Source: an optimization exercise on an open RTL-to-GDS flow (aim: small area, a short achievable clock period and few clock cycles per item). Production flows keep margins and buffers that such runs may drop. In this exercise RTL edits were held to simulation tests only and were not proved equivalent to the original.

Design sha256_stream_core, start of the top module:
module sha256_stream_core (
  input  logic         clk,
  input  logic         rst_n,
  input  logic         blk_valid,
  output logic         blk_ready,
  input  logic [511:0] blk_data,
  input  logic         blk_first,
  input  logic         blk_last,
  output logic         digest_valid,
  input  logic         digest_ready,
  output logic [255:0] digest,
  output logic         error,
  output logic [15:0]  block_count
);
Size in the first run: roughly 6900 cells after synthesis, about 1300 flip-flops, ~790 I/O pins.
Settings: LEC_CHECK=0, CAP_MARGIN=20, CORE_MARGIN=2, CORE_UTILIZATION=55, PLACE_DENSITY=0.7, SLEW_MARGIN=20, TNS_END_PERCENT=50; clock period 11.0 ns.
standard.sh (not shown) runs the stock make flow with config.mk's settings and CLKGATE_MAP_FILE= SYNTH_SCRIPT=/design/flow/synth_recipe.tcl, a recipe that flattens the netlist after the stock synthesis.
==> flow/flow/run.sh <==
#!/bin/bash
# Layout flow: the standard ORFS flow (standard.sh, unchanged synthesis)
# with three changes to how the layout is made:
#  - plain buf_1 port buffers instead of delay cells (every port still gets
#    its own buffer; timing repair may upsize them);
#  - clock tree with larger sink clusters and no dummy loads;
#  - a tighter setup margin for ORFS's timing repair steps, which do not
#    clone gates (a clone added late can be left driving too much load).
# The make output goes to flow_make.log here; each ORFS step keeps its own
# log under orfs/logs/.
set -euo pipefail
bash standard.sh \
  "BUFFER_PORTS_ARGS=-buffer_cell sky130_fd_sc_hd__buf_1" \
  "CTS_ARGS=-sink_clustering_enable -repair_clock_nets -sink_clustering_size 25 -sink_clustering_max_diameter 80 -dont_use_dummy_load" \
  SETUP_SLACK_MARGIN=7.3 \
  SKIP_GATE_CLONING=1 \
  finish > flow_make.log 2>&1
Testbench counts at the start, summed over its fixed seeds: cycles 124,840, blocks 1,920.
Rerun with:
- CORE_UTILIZATION: 55 -> 50
- PLACE_DENSITY: 0.7 -> 0.65
- TNS_END_PERCENT: 50 -> not set
Result: Routed wire length came out higher slightly; worst setup slack gains 120 ps; final area came out higher slightly; utilization came out lower by 5.5 points.

* * *

Setup of north:
Starting RTL as in the previous note.
==> flow/design.v (excerpt) <==
module sha256_stream_core (
  input  logic         clk,
  input  logic         rst_n,
  input  logic         blk_valid,
  output logic         blk_ready,
  input  logic [511:0] blk_data,
  input  logic         blk_first,
  input  logic         blk_last,
  output logic         digest_valid,
  input  logic         digest_ready,
  output logic [255:0] digest,
  output logic         error,
  output logic [15:0]  block_count
);
clock: 11.0 ns
lec_check: 0
cap_margin: 20
core_margin: 2
core_utilization: 55
place_density: 0.7
slew_margin: 20
tns_end_percent: 50
==> flow/flow/run.sh <==
#!/bin/bash
# Layout flow: the standard ORFS flow (standard.sh, unchanged synthesis)
# with three changes to how the layout is made:
#  - plain buf_1 port buffers instead of delay cells (every port still gets
#    its own buffer; timing repair may upsize them);
#  - clock tree with larger sink clusters and no dummy loads;
#  - a tighter setup margin for ORFS's timing repair steps, which do not
#    clone gates (a clone added late can be left driving too much load).
# The make output goes to flow_make.log here; each ORFS step keeps its own
# log under orfs/logs/.
set -euo pipefail
bash standard.sh \
  "BUFFER_PORTS_ARGS=-buffer_cell sky130_fd_sc_hd__buf_1" \
  "CTS_ARGS=-sink_clustering_enable -repair_clock_nets -sink_clustering_size 25 -sink_clustering_max_diameter 80 -dont_use_dummy_load" \
  SETUP_SLACK_MARGIN=7.4 \
  SKIP_GATE_CLONING=1 \
  finish > flow_make.log 2>&1
Testbench counts of north, summed over its fixed seeds: cycles 124,840, blocks 1,920.
Changes in south relative to north:
Settings: swapping 0.7 for 0.6 in PLACE_DENSITY; clearing TNS_END_PERCENT, which used to be 50; swapping 55 for 45 in CORE_UTILIZATION.
diff --git a/flow/flow/run.sh b/flow/flow/run.sh
--- a/flow/flow/run.sh
+++ b/flow/flow/run.sh
@@ -13,5 +13,5 @@
   "BUFFER_PORTS_ARGS=-buffer_cell sky130_fd_sc_hd__buf_1" \
   "CTS_ARGS=-sink_clustering_enable -repair_clock_nets -sink_clustering_size 25 -sink_clustering_max_diameter 80 -dont_use_dummy_load" \
-  SETUP_SLACK_MARGIN=7.4 \
+  SETUP_SLACK_MARGIN=7.3 \
   SKIP_GATE_CLONING=1 \
   finish > flow_make.log 2>&1
==> run summary <==
Final area: north and south compared, higher one is north. The clock network contribution to total cell area in south sits 0.32 points above the value recorded for north. Compared to north, south has largest net degree at the start of global routing 70% higher.
The inputs of east differ from those of south as listed below.
Settings: a change of PLACE_DENSITY from 0.6 to 0.7; a change of CORE_UTILIZATION from 45 to 55.
## What came out
Compared with south, in east highest clock rate rose about 1%; met2 global-route usage increased by 7.7 points relative to the old numbers; area growth from synthesis to layout decreased 1.2 points; final cell count -3.4%; critical path depth has decreased.
bq_e[10] as the end point of the critical path was reported by east, and wx[31] by south.

* * *

## ember
sha256_stream_core again, from the RTL that the note above started with.
Design sha256_stream_core, start of the top module:
module sha256_stream_core (
  input  logic         clk,
  input  logic         rst_n,
  input  logic         blk_valid,
  output logic         blk_ready,
  input  logic [511:0] blk_data,
  input  logic         blk_first,
  input  logic         blk_last,
  output logic         digest_valid,
  input  logic         digest_ready,
  output logic [255:0] digest,
  output logic         error,
  output logic [15:0]  block_count
);
clock: 11.0 ns
lec_check: 0
cap_margin: 20
core_margin: 2
core_utilization: 60
place_density: 0.8
slew_margin: 20
==> flow/flow/run.sh <==
#!/bin/bash
# Layout flow: the standard ORFS flow (standard.sh, unchanged synthesis)
# with three changes to how the layout is made:
#  - plain buf_1 port buffers instead of delay cells (every port still gets
#    its own buffer; timing repair may upsize them);
#  - clock tree with larger sink clusters and no dummy loads;
#  - a tighter setup margin for ORFS's timing repair steps, which do not
#    clone gates (a clone added late can be left driving too much load).
# The make output goes to flow_make.log here; each ORFS step keeps its own
# log under orfs/logs/.
set -euo pipefail
bash standard.sh \
  "BUFFER_PORTS_ARGS=-buffer_cell sky130_fd_sc_hd__buf_1" \
  "CTS_ARGS=-sink_clustering_enable -repair_clock_nets -sink_clustering_size 25 -sink_clustering_max_diameter 80 -dont_use_dummy_load" \
  SETUP_SLACK_MARGIN=7.2 \
  SKIP_GATE_CLONING=1 \
  finish > flow_make.log 2>&1
ember: no failed stages, no open violations at the end
Testbench counts of ember, summed over its fixed seeds: cycles 124,840, blocks 1,920.
### ember -> pepper
Settings: swapping 0.8 for 0.7 in PLACE_DENSITY; swapping 60 for 55 in CORE_UTILIZATION.
--- a/flow/flow/run.sh
+++ b/flow/flow/run.sh
@@ -6,4 +6,3 @@
 #  - clock tree with larger sink clusters and no dummy loads;
-#  - a tighter setup margin for ORFS's timing repair steps, which do not
-#    clone gates (a clone added late can be left driving too much load).
+#  - a tighter setup margin for ORFS's timing repair steps.
 # The make output goes to flow_make.log here; each ORFS step keeps its own
@@ -14,4 +13,3 @@
   "CTS_ARGS=-sink_clustering_enable -repair_clock_nets -sink_clustering_size 25 -sink_clustering_max_diameter 80 -dont_use_dummy_load" \
-  SETUP_SLACK_MARGIN=7.2 \
-  SKIP_GATE_CLONING=1 \
+  SETUP_SLACK_MARGIN=7.3 \
   finish > flow_make.log 2>&1
Notes after the runs:
pepper finished all stages; however, its layout fails the closing checks, the failures being capacitance limit, slew limit.
pepper vs ember, capturing element of the worst setup path: e2[19] vs digest[54]
The minimum clock period reported for pepper is greater than that of ember by 0.050 ns.
Re area of combinational cells with multiple inputs: ember was lower than pepper.
Cell depth of the worst setup path: pepper higher than ember
Global-route usage (pepper over ember): decrease, 3.0 points
--- input diff pepper..quartz ---
--- a/flow/flow/run.sh
+++ b/flow/flow/run.sh
@@ -13,3 +13,3 @@
   "CTS_ARGS=-sink_clustering_enable -repair_clock_nets -sink_clustering_size 25 -sink_clustering_max_diameter 80 -dont_use_dummy_load" \
-  SETUP_SLACK_MARGIN=7.3 \
+  SETUP_SLACK_MARGIN=7.0 \
   finish > flow_make.log 2>&1
Results
Every run in quartz and pepper closed cleanly, with the single exception of pepper.
Total length of routed wires: pepper vs quartz, no meaningful difference
Delta (quartz minus pepper): sequential cell area share rose by 0.52 points, layout-stage area growth over the synthesis result fell by 2.0 points, cell area after layout fell by about 1.7%.
For pepper, the slowest stage cell on the critical path was nor2_2, unlike quartz, where it was nand2_1.

## what the ideal ports hide
How much do the figures lean on ideal ports? The routed layouts below were timed once more, with nothing changed but the port constraints.
Step 1 sets driving cells, clkbuf_16 on the clock port and buf_2 on the other inputs (assumed; they add their load-dependent delay and slew).
Step 2 moves the port delays by t, midway between the first and last clock arrival at a register: inputs arrive t later, outputs are due t later. That takes back most of the time a late clock gives input paths.
a / b / c = ideal / step 1 / step 2; a / b = the first two.
| run | t (ns) | setup WS [ns] | worst setup path at the end |
|---|---|---|---|
| the first run of note 1 | 0.756 | 7.156 / 7.083 / 7.156 | register to register |
| the second run of note 1 | 0.769 | 7.278 / 7.198 / 7.292 | register to register |
| north | 0.750 | 7.238 / 7.198 / 7.238 | register to register |
| south | 0.781 | 7.190 / 7.145 / 7.190 | register to register |
| east | 0.756 | 7.229 / 7.178 / 7.229 | register to register |
| ember | 0.733 | 7.091 / 7.013 / 7.100 | register to register |
| pepper | 0.756 | 7.041 / 7.041 / 7.041 | register to register |
| quartz | 0.742 | 6.967 / 6.967 / 6.967 | register to register |
